This design comes from an exercise in tuning for small area on the open sky130 flow, not from production work. In this exercise RTL edits were held to simulation tests only and were not proved equivalent to the original. Power is estimated from default activity; no workload was simulated.

<file path="flow/config.mk">
export PLATFORM = sky130hd
export DESIGN_NAME = scan_top
export DESIGN_NICKNAME = scan_top
export VERILOG_FILES = /design/flow/design.v
export SDC_FILE = /design/flow/constraint.sdc
export NUM_CORES = 4
export LEC_CHECK = 0
export CAP_MARGIN = 20
export CORE_MARGIN = 2
export CORE_UTILIZATION = 40
export SLEW_MARGIN = 20
</file>
<file path="flow/run.sh">
#!/bin/bash
# synth_recipe.tcl (not shown) runs the flow's synth.tcl, then flattens the netlist and writes it again
# the make line also repeats each setting of config.mk as NAME=value (left out here)
make -C /OpenROAD-flow-scripts/flow DESIGN_CONFIG=/design/flow/config.mk WORK_HOME=/design/flow/orfs CLKGATE_MAP_FILE= SYNTH_SCRIPT=/design/flow/synth_recipe.tcl finish
</file>
<file path="flow/design.v">
`default_nettype none
`default_nettype wire
`default_nettype none
package scan_pkg;
    typedef logic [15:0] distance_t;
    typedef logic [15:0] angle_t;
    typedef struct packed {
        angle_t      fsa;
        angle_t      lsa;
        logic [7:0]  count;
        logic [7:0]  min_idx;
        logic [7:0]  max_idx;
    } scan_summary_t;
    typedef struct packed {
        logic [15:0] alert;
        angle_t      min_angle;
        angle_t      max_angle;
    } scan_report_t;
endpackage
`default_nettype wire
`timescale 1ns/1ps
`default_nettype none
module scan_top (
    input  logic clk,
    input  logic TxD_reset,
    input  logic rx_serial,
    output logic tx_serial,
    output logic tx_busy
);
    logic [7:0] cnt_q;
    logic       rx_idle;
    logic       dv;
    logic [2:0] j;
    logic       b;
    assign b       = rx_serial;
    assign rx_idle = cnt_q[7] & ~cnt_q[6] & cnt_q[4];
    assign dv      = ~cnt_q[7] & (cnt_q[3:0] == 4'h8);
    assign j       = cnt_q[6:4];
    always_ff @(posedge clk) begin
        if (TxD_reset) begin
            cnt_q <= 8'h90;
        end else if (rx_idle) begin
            if (!b) cnt_q <= 8'hF1;
        end else if (cnt_q == 8'h88) begin
            cnt_q <= 8'h90;
        end else begin
            cnt_q <= cnt_q + 8'd1;
        end
    end
    localparam logic [2:0] HA = 3'd0, HB = 3'd1, CN = 3'd2, FS = 3'd3, LS = 3'd4, SM = 3'd5;
    logic [2:0]  st_q;
    logic        hi_q;
    logic [3:0]  k;
    logic        byte_done;
    logic        field_done;
    assign k          = {hi_q, j};
    assign byte_done  = dv & (j == 3'd7);
    assign field_done = byte_done & hi_q;
    logic [7:0]  den_q;
    logic [7:0]  idx_q;
    logic [15:0] a_q;       
    logic [15:0] s_q;       
    logic [7:0]  r_q;       
    logic [7:0]  e_q;       
    logic        c_q;       
    logic [15:0] sb_q;      
    logic [15:0] min_q;
    logic [15:0] max_q;
    logic        minv_q;
    logic        maxv_q;
    logic [15:0] mina_q;
    logic [15:0] maxa_q;
    logic [15:0] mask_q;
    localparam logic [2:0] Q_IDLE = 3'd0, Q_DIV = 3'd1, Q_EADD = 3'd2, Q_ESUB = 3'd3, Q_AADD = 3'd4;
    logic [2:0]  sq_q;
    logic [3:0]  sc_q;
    logic fa_x, fa_y, fa_c, fa_s, fa_co;
    always_comb begin
        case (sq_q)
            Q_AADD:  begin fa_x = a_q[0]; fa_y = s_q[0]; fa_c = c_q; end
            Q_EADD:  begin fa_x = e_q[0]; fa_y = r_q[0]; fa_c = (sc_q != 4'd0) & c_q; end
            default: begin
                fa_x = b;
                fa_y = (st_q == CN) ? 1'b1 : ~a_q[0];
                fa_c = (k == 4'd0) ? (st_q != CN) : c_q;
            end
        endcase
        {fa_co, fa_s} = fa_x + fa_y + fa_c;
    end
    logic [8:0] sub_in;
    logic [9:0] sub_d;
    logic       ge;
    logic [7:0] sub_res;
    assign sub_in  = (sq_q == Q_DIV) ? {r_q, s_q[15]} : {c_q, e_q};
    assign sub_d   = {1'b0, sub_in} - {2'b00, den_q};
    assign ge      = ~sub_d[9];
    assign sub_res = ge ? sub_d[7:0] : sub_in[7:0];
    logic hbit_ok;
    logic hmatch;
    assign hbit_ok = (b == (j[0] ^ (st_q == HB)));
    assign hmatch  = ((j == 3'd0) | c_q) & hbit_ok;
    logic [15:0] word;
    logic        nz, near_w, ones, lt, gt, take_min, take_max, first, last;
    assign word     = {b, sb_q[15:1]};
    assign nz       = |word;
    assign near_w    = ~|word[15:7];
    assign ones     = &word;
    assign lt       = word < min_q;
    assign gt       = word > max_q;
    assign take_min = nz & (minv_q ? lt : ~ones);
    assign take_max = nz & (~maxv_q | gt);
    assign first    = (idx_q == 8'd0);
    assign last     = (idx_q == den_q);
    logic smp_done;
    assign smp_done = (st_q == SM) & field_done;
    logic tx_start;
    assign tx_start = smp_done & last;
    always_ff @(posedge clk) begin
        if (TxD_reset) begin
            st_q <= HA;
            sq_q <= Q_IDLE;
        end else begin
            if (byte_done) begin
                case (st_q)
                    HA: if (hmatch) st_q <= HB;
                    HB: st_q <= hmatch ? CN : HA;
                    CN: st_q <= FS;
                    FS: if (hi_q) st_q <= LS;
                    LS: if (hi_q) st_q <= SM;
                    SM: if (hi_q && last) st_q <= HA;
                    default: st_q <= HA;
                endcase
            end
            case (sq_q)
                Q_DIV:  if (sc_q == 4'd15) sq_q <= (den_q == 8'd0) ? Q_AADD : Q_IDLE;
                Q_EADD: if (sc_q == 4'd7) sq_q <= Q_ESUB;
                Q_ESUB: sq_q <= Q_AADD;
                Q_AADD: if (sc_q == 4'd15) sq_q <= Q_IDLE;
                default: begin
                    if (st_q == LS && field_done) sq_q <= Q_DIV;
                    else if (smp_done && !last) sq_q <= Q_EADD;
                end
            endcase
        end
    end
    always_ff @(posedge clk) begin
        if (sq_q == Q_IDLE || sq_q == Q_ESUB || (sq_q == Q_EADD && sc_q == 4'd7)) sc_q <= 4'd0;
        else sc_q <= sc_q + 4'd1;
        if (byte_done) begin
            hi_q <= (st_q == CN || st_q == HA || st_q == HB) ? 1'b0 : ~hi_q;
        end
        case (sq_q)
            Q_DIV:  c_q <= 1'b0;
            Q_EADD, Q_AADD: c_q <= fa_co;
            Q_ESUB: c_q <= ge;
            default: begin
                if (dv) begin
                    if (st_q == HA || st_q == HB) c_q <= hmatch;
                    else if (st_q == CN || st_q == LS) c_q <= fa_co;
                end
            end
        endcase
        if (dv && st_q == CN) den_q <= {fa_s, den_q[7:1]};
        if (st_q == CN) idx_q <= 8'd0;
        else if (smp_done) idx_q <= idx_q + 8'd1;
        if (dv && st_q == FS) a_q <= {b, a_q[15:1]};
        else if ((dv && st_q == LS) || sq_q == Q_AADD)
            a_q <= {(sq_q == Q_AADD) ? fa_s : a_q[0], a_q[15:1]};
        if (dv && st_q == LS) s_q <= {fa_s, s_q[15:1]};
        else if (sq_q == Q_DIV) s_q <= {s_q[14:0], ge};
        else if (sq_q == Q_AADD) s_q <= {s_q[0], s_q[15:1]};
        if (dv && st_q == FS) begin
            r_q <= {1'b0, r_q[7:1]};
            e_q <= {1'b0, e_q[7:1]};
        end else begin
            if (sq_q == Q_DIV) r_q <= sub_res;
            else if (sq_q == Q_EADD) r_q <= {r_q[0], r_q[7:1]};
            if (sq_q == Q_EADD) e_q <= {fa_s, e_q[7:1]};
            else if (sq_q == Q_ESUB) e_q <= sub_res;
        end
        if (dv && st_q == SM) sb_q <= word;
        if (st_q == CN) begin
            minv_q <= 1'b0;
            maxv_q <= 1'b0;
        end else if (smp_done) begin
            if (take_min) begin
                min_q  <= word;
                minv_q <= 1'b1;
            end
            if (take_max) begin
                max_q  <= word;
                maxv_q <= 1'b1;
            end
        end
        if (smp_done && (take_min || first)) mina_q <= a_q;
        if (smp_done && (take_max || first)) maxa_q <= a_q;
    end
    logic        busy_q;
    logic [3:0]  ph_q;
    logic [3:0]  tb_q;
    logic [2:0]  fr_q;
    logic        bit_end;
    logic        tx_data;
    logic        txbit;
    assign bit_end = busy_q & (ph_q == 4'd15);
    assign tx_data = ~tb_q[3];
    always_comb begin
        if (fr_q[2])      txbit = maxa_q[{fr_q[0], tb_q[2:0]}];
        else if (fr_q[1]) txbit = mina_q[{fr_q[0], tb_q[2:0]}];
        else              txbit = mask_q[0];
    end
    assign tx_serial = ~busy_q | (tb_q[3] ? ~tb_q[0] : txbit);
    assign tx_busy   = busy_q;
    always_ff @(posedge clk) begin
        if (TxD_reset) begin
            busy_q <= 1'b0;
        end else if (tx_start) begin
            busy_q <= 1'b1;
        end else if (bit_end && tb_q == 4'd8 && fr_q == 3'd5) begin
            busy_q <= 1'b0;
        end
    end
    always_ff @(posedge clk) begin
        if (tx_start) begin
            ph_q <= 4'd0;
            tb_q <= 4'd15;
            fr_q <= 3'd0;
        end else begin
            ph_q <= ph_q + 4'd1;
            if (bit_end) begin
                tb_q <= (tb_q == 4'd8) ? 4'd15 : tb_q + 4'd1;
                if (tb_q == 4'd8) fr_q <= fr_q + 3'd1;
            end
        end
    end
    always_ff @(posedge clk) begin
        if (smp_done && nz && idx_q[7:4] == 4'd0) mask_q <= {near_w, mask_q[15:1]};
        else if ((dv && (st_q == FS || st_q == LS)) || (bit_end && tx_data && fr_q[2:1] == 2'b00))
            mask_q <= {1'b0, mask_q[15:1]};
    end
endmodule
`default_nettype wire
</file>
<file path="flow/constraint.sdc">
create_clock -name core_clock -period 10.0 [get_ports {clk}]
set_input_delay 2.0000 -clock core_clock [delete_from_list [all_inputs] [get_ports {clk}]]
set_output_delay 2.0000 -clock core_clock [all_outputs]
set_load 0.01 [all_outputs]
</file>
==> results of run 1 <==
-- sequential cells by signal, summed over array words and instances (netlist names), 3 cells and up --
signal	count
a_q	16
mask_q	16
max_q	16
maxa_q	16
min_q	16
mina_q	16
s_q	16
sb_q	15
cnt_q	8
den_q	8
e_q	8
idx_q	8
r_q	8
ph_q	4
sc_q	4
tb_q	4
fr_q	3
sq_q	3
st_q	3
-- layer usage --
layer | up-vias | global-route usage [%]
li1 | 2783 | -
met1 | 2668 | 20.2
met2 | 59 | 23.7
met3 | 16 | 3.73
met4 | 0 | 4.54
met5 | - | 0
-- worst max-delay path by stage --
stage | from | to | cells after the start | slack, ps
after floorplan | rx_serial | mina_q[0] | 7 | 5510
after global placement | rx_serial | maxa_q[10] | 7 | 4370
after detailed placement | rx_serial | maxa_q[10] | 7 | 4250
after CTS | rx_serial | maxa_q[7] | 7 | 4710
after global routing | rx_serial | maxa_q[7] | 7 | 4410
final | rx_serial | maxa_q[10] | 7 | 4780
-- cells by family (layout without fill, tap and decap cells) --
logic type / Yosys count / count (layout) / share of synthesized area, %
buffers and inverters: 77 / 96 / 3.32
flip-flops: 193 / 193 / 59.4
adder cells (fa/ha/maj): 52 / 52 / 7.35
AO/OA/AOI/OAI: 133 / 133 / 9.28
AND/OR/NAND/NOR: 229 / 229 / 12.2
multiplexers: 38 / 38 / 5.47
XOR/XNOR: 31 / 31 / 3.00
-- worst max-delay path: stages --
cell and delay (ps):
clkdlybuf4s50_1 710, ha_1 490, nand4_1 130, nor4_1 370
a21boi_0 230, o311a_1 700, nand2b_1 650
-- cells in the final DEF, fill, tap and decap left out, types with 5 or more instances in the layout --
master     count
edfxtp_1     151
a21oi_1       42
a211oi_1       9
o211ai_1       7
mux2_2        22
nand2b_1      12
nor4_1        10
nor3_1         9
and3_1         6
nor2_1        62
nand4_1       15
mux4_2         7
clkbuf_16     17
nor2b_1        8
inv_1         57
a31oi_1        5
ha_1          50
xnor2_1       10
nand2_1       70
xor2_1        21
a21o_1         7
inv_8          6
nand3_1       18
dfxtp_1       42
mux2i_1        9
o21ai_0       31
-- final cells by class --
cell class	count	share of cell area, %
clock buffer	17	4.26
timing repair buffer	8	0.701
inverter	57	2.14
clock inverter	14	1.68
tap	285	3.57
sequential	193	53.8
multi-input combinational	483	33.9
-- power breakdown --
part           internal (mW)  total (mW)  switching (mW)
clock network          0.357       0.683           0.326
registers              0.968        1.01          0.0465
logic                  0.232       0.539           0.307
total                   1.56        2.24           0.679
==> flow_summary_export.csv, run 1 <==
group,metric,value,unit
routing,route.met2.wl,7770,µm
global_routing,first_pass_grt_wire_length,28100,µm
global_routing,first_global_vias,5451,
routing,final_antenna_net_count,0,
yosys,synth_area_leaders,"edfxtp_1 50%, dfxtp_1 9.3%, ha_1 6.9%",
worst_setup_path,critical_path_class,"input pin to register",
sta,rsz_0062_raised_after_global_routing,"false",
die,die_area,23900,µm²
layout,final_net_count,815,
yosys,yosysUniqueCellTypes,60,
global_routing,grt_start_max_net_pins,20,
placed_design,dp.final_hpwl,11600,µm
worst_setup_path,crit_required,10070,ps
routing,viasPerCell,5.23,
pwr,cellLeakagePower,3.65,nW
die,design.core.area,22400,µm²
routing,post_drt_wl_per_cell,15.6,µm
layout,footprint_of_the_multi_input_gates,3380,µm²
die,floorplan.initialDensity,40.4,%
layout,fin_area,9990,µm²
yosys,post_synth_inst_count,753,
worst_setup_path,end_of_the_worst_register_to_register_path,"maxa_q[10]",
placed_design,gp_routability_congestion,0.800,
placed_design,port-buffer-count,4,
worst_setup_path,arrival,5290,ps
layout,layout-drive-gt1-share,9.46,%
sta,fin_ws,4780,ps
clock_tree,max-clock-path-buffers,2,
pwr,fin_total_pwr,2.24,mW
yosys,post_synthesis_net_count,808,
layout,finished_core_util,44.5,%
hold_path,worst_min_path_class,"register to register",
yosys,synthDominantCellAreaShare,50.1,%
sta,total_negative_setup_slacks,0,ps
sta,final.period_utilization,52.2,%
die,boundaryPins,5,
routing,routed.top_layer,"met4",
routing,m1WireLength,8140,µm
sta,timing_hold_violations_final,0,
hold_path,holdPathStages,0,
die,floorplan.rows,55,
layout,post_layout_nonfiller_instances,1057,
sta,period_needed,5220,ps
pwr,ir_drop,0.148,mV
hold_path,hold-path-endpoint,"mask_q[10]",
routing,routed_wl,16500,µm
clock_tree,cts.sink_count,193,
routing,first_pass_iters,4,
hold_path,hold_path.startpoint,"mask_q[11]",
placed_design,post-place-ws,4250,ps
die,die_w,154,µm
clock_tree,clk-insertion-delay-late,440,ps
clock_tree,cts_resized,0,
die,dieHeight,154,µm
placed_design,placedInstanceArea,9400,µm²
flow_run,drv_cap,0,
pwr,powerDensity,224,nW/µm²
yosys,synthArstFlopShare,0,%
yosys,synth_area,9060,µm²
clock_tree,numCtsBuffers,17,
clock_tree,cts_setup_buffers,0,
yosys,ys_warn_count,1,
sta,worst_slew_slack_as_a_fraction_of_its_limit,45.3,%
global_routing,antenna_found_initial,0,
sta,finalClockSkew,12.3,ps
layout,insertedDiodeCount,0,
sta,tightestPinTransition,813,ps
routing,drcViolationCount,0,
yosys,ys_ff_latch,193,
worst_setup_path,rr_startpoint,"cnt_q[0]",
yosys,syn_avg_cell_area,12.0,µm²
sta,setup_viol,0,
worst_setup_path,reg2regPathDepth,7,
routing,vias,5526,
routing,number_of_drc_violations_after_detailed_routing_iteration_0,351,
global_routing,grt_overflow,0,
clock_tree,number_of_levels_the_h_tree_was_split_into,4,
yosys,ys_seq_area_share,59.4,%
routing,detailroute.wirelength.met3,426,µm
clock_tree,cts_hold_buf,0,
global_routing,globalRouteTotalUtil,14.9,%
yosys,yosys.cell_count.top_type,"edfxtp_1",
yosys,synth_flop_cell,"edfxtp_1",
layout,sequential_cell_area,5380,µm²
worst_setup_path,critPathMaxFanout,17,
layout,layout.filler_cells,2041,
worst_setup_path,worstSetupStartpointType,"input pin",
clock_tree,cts_tree,"built",
yosys,synth_enable_flop_cells,151,
yosys,yosys.area.top_type,"edfxtp_1",
clock_tree,clk_transition_reported_paths,70,ps
placed_design,numPlacedInstances,1026,
sta,max_freq,192,MHz
worst_setup_path,worst-r2r-setup-slack,6080,ps
sta,hold_ws,420,ps
outcome,run_status,"timing/DRC/antenna clean",
clock_tree,cts-root-buf,"clkbuf_16",
yosys,post_synth_most_frequent_cells,"151 x edfxtp_1, 70 x nand2_1, 62 x nor2_1",
sta,final-max-slew-violation-count,0,
worst_setup_path,end_kind,"register",
layout,p_r_area_growth_vs_syn,10.3,%
==> inputs of run 2 (changes only) <==
--- a/flow/config.mk
+++ b/flow/config.mk
@@ -8,4 +8,5 @@
 export CAP_MARGIN = 20
 export CORE_MARGIN = 2
-export CORE_UTILIZATION = 40
+export CORE_UTILIZATION = 70
+export CTS_BUF_LIST = sky130_fd_sc_hd__clkbuf_4 sky130_fd_sc_hd__clkbuf_8
 export SLEW_MARGIN = 20
==> flow_summary_export.csv, run 2 <==
group,metric,value,unit
yosys,syn_avg_cell_area,12.0,µm²
worst_setup_path,worst-r2r-setup-slack,6140,ps
yosys,post_synth_inst_count,753,
sta,final-max-slew-violation-count,0,
routing,number_of_drc_violations_after_detailed_routing_iteration_0,606,
outcome,run_status,"timing/DRC/antenna clean",
die,floorplan.rows,41,
clock_tree,cts_hold_buf,0,
layout,final_net_count,815,
die,floorplan.initialDensity,71.8,%
global_routing,grt_start_max_net_pins,19,
worst_setup_path,critical_path_class,"input pin to register",
flow_run,drv_cap,0,
clock_tree,numCtsBuffers,17,
yosys,yosys.area.top_type,"edfxtp_1",
routing,routed_wl,16500,µm
layout,layout-drive-gt1-share,9.31,%
yosys,synthDominantCellAreaShare,50.1,%
yosys,ys_warn_count,1,
placed_design,dp.final_hpwl,11900,µm
sta,total_negative_setup_slacks,0,ps
worst_setup_path,crit_required,10110,ps
clock_tree,cts_resized,0,
hold_path,hold_path.startpoint,"mask_q[4]",
layout,p_r_area_growth_vs_syn,6.24,%
global_routing,first_pass_grt_wire_length,27800,µm
yosys,synthArstFlopShare,0,%
sta,tightestPinTransition,792,ps
worst_setup_path,critical_path_buf_inv_count,1,
worst_setup_path,end_kind,"register",
routing,vias,5715,
yosys,yosys.cell_count.top_type,"edfxtp_1",
worst_setup_path,worstSetupStartpointType,"input pin",
sta,max_freq,192,MHz
pwr,ir_drop,0.241,mV
die,design.core.area,12600,µm²
yosys,synth_area,9060,µm²
sta,setup_viol,0,
global_routing,globalRouteTotalUtil,25.6,%
die,dieHeight,118,µm
yosys,synth_area_leaders,"edfxtp_1 50%, dfxtp_1 9.3%, ha_1 6.9%",
worst_setup_path,rr_startpoint,"cnt_q[0]",
clock_tree,number_of_levels_the_h_tree_was_split_into,4,
worst_setup_path,end_of_the_worst_register_to_register_path,"maxa_q[9]",
die,boundaryPins,5,
clock_tree,cts-root-buf,"clkbuf_8",
sta,finalClockSkew,15.5,ps
layout,insertedDiodeCount,0,
pwr,cellLeakagePower,3.54,nW
clock_tree,cts.sink_count,193,
yosys,yosysUniqueCellTypes,60,
clock_tree,clk-insertion-delay-late,470,ps
worst_setup_path,arrival,5310,ps
worst_setup_path,critPathMaxFanout,17,
global_routing,first_global_vias,5732,
routing,first_pass_iters,5,
layout,layout_commonest_cell,"edfxtp_1",
routing,viasPerCell,6.05,
routing,post_drt_wl_per_cell,17.5,µm
yosys,ys_seq_area_share,59.4,%
clock_tree,cts_setup_buffers,0,
worst_setup_path,reg2regPathDepth,7,
sta,worst_slew_slack_as_a_fraction_of_its_limit,47.2,%
sta,hold_ws,433,ps
hold_path,worst_min_path_class,"register to register",
placed_design,port-buffer-count,4,
sta,timing_hold_violations_final,0,
hold_path,holdPathStages,0,
clock_tree,max-clock-path-buffers,2,
die,die_area,13900,µm²
worst_setup_path,critPathMaxStageDelay,710,ps
worst_setup_path,critPathSlowestCell,"clkdlybuf4s50_1",
global_routing,grt_overflow,0,
routing,drcViolationCount,0,
die,die_w,118,µm
placed_design,gp_routability_congestion,0.876,
worst_setup_path,cp.depth,7,
pwr,powerDensity,210,nW/µm²
layout,post_layout_nonfiller_instances,945,
worst_setup_path,worst_path_dominant_cell_family,"simple AND/OR/NAND/NOR gates",
hold_path,hold-path-endpoint,"mask_q[3]",
sta,period_needed,5200,ps
routing,final_antenna_net_count,0,
placed_design,numPlacedInstances,913,
yosys,ys_ff_latch,193,
yosys,synth_flop_cell,"edfxtp_1",
global_routing,antenna_found_initial,0,
layout,mostFrequentLayoutCells,"151 x edfxtp_1, 70 x nand2_1, 62 x nor2_1",
sta,final.period_utilization,52.0,%
yosys,post_synth_most_frequent_cells,"151 x edfxtp_1, 70 x nand2_1, 62 x nor2_1",
sta,rsz_0062_raised_after_global_routing,"false",
clock_tree,clk_transition_reported_paths,100,ps
yosys,synth_enable_flop_cells,151,
clock_tree,cts_tree,"built",
yosys,post_synthesis_net_count,808,
worst_setup_path,timing.critical_path.cells,"clkdlybuf4s50_1 > ha_1 > nand4_1 > nor4_1 > a21boi_0 > o311a_1 > nand2b_1",
run 2: metal layers:
layer | up-vias | global-route usage (%) | wire length, µm
met1 | 2781 | 34.3 | 7180
li1 | 2774 | - | -
met4 | 0 | 9.71 | 391
met3 | 24 | 6.01 | 764
met5 | - | 0 | 0
met2 | 136 | 41.0 | 8210
run 2: cell families (layout without fill, tap and decap cells):
logic type | after synthesis | in the layout | synth area share [%]
AOI/OAI and AO/OA | 133 | 133 | 9.28
xor gates and xnor gates | 31 | 31 | 3.00
adders and majority gates | 52 | 52 | 7.35
buffers and inverters | 77 | 97 | 3.32
DFF | 193 | 193 | 59.4
muxes | 38 | 38 | 5.47
and+or+nand+nor | 229 | 229 | 12.2
run 2: area by class of cell:
class	instances	area (µm²)
timing repair buffer	8	70.1
fill	827	3000
inverter	57	214
clock inverter	14	125
tap	172	215
clock buffer	18	241
multi-input combinational	483	3380
sequential	193	5380
run 2: where the power goes:
group | internal [mW] | switching, mW
registers | 0.968 | 0.0472
clock network | 0.182 | 0.278
logic | 0.233 | 0.315
total | 1.38 | 0.641
run 2: stage by stage:
step | instance area [µm²] | util, % | setup WS [ps] | power, mW
after floorplan | 9060 | - | 5510 | 1.45
after global placement | 9260 | 73.3 | 4470 | 1.55
after detailed placement | 9260 | 73.3 | 4340 | 1.57
after CTS | 9620 | 76.2 | 4810 | 2.03
after global routing | 9620 | 76.2 | 4530 | 2.14
final | 9620 | 76.2 | 4800 | 2.02
run 2: worst max-delay path by stage:
stage                     startpoint  slack, ps          to
after floorplan            rx_serial       5510   mina_q[0]
after global placement     rx_serial       4470  maxa_q[12]
after detailed placement   rx_serial       4340  maxa_q[10]
after CTS                  rx_serial       4810   maxa_q[7]
after global routing       rx_serial       4530   maxa_q[0]
final                      rx_serial       4800   maxa_q[9]

[port drivers added, routing unchanged]
The flow's constraints put no driver on any port. The routed layouts listed below were extracted and timed again, unchanged, in two steps. Step 1, drivers: a clkbuf_16 drives clk and a buf_2 each remaining input, both assumed. Step 2 also shifts input and output timing later by t, the mid clock arrival at the registers, as if the neighbouring blocks saw the same clock. a / b / c = ideal / step 1 / step 2; a / b = the first two.
run | t (ns) | slack for setup (ns) | clock arrival spread, ns | worst register clock-pin slew, ns | cell pins on the clock port's net
run 1 | 0.476 | 4.780 / 4.799 / 4.322 | 0.012 / 0.013 | 0.08 / 0.08 | 1
run 2 | 0.500 | 4.799 / 4.814 / 4.314 | 0.016 / 0.016 | 0.10 / 0.10 | 1
After both steps setup and hold are still met in every run listed. For run 2, which loses most, drivers alone change the setup slack by +0.015 ns; drivers and shift together by -0.485 ns.
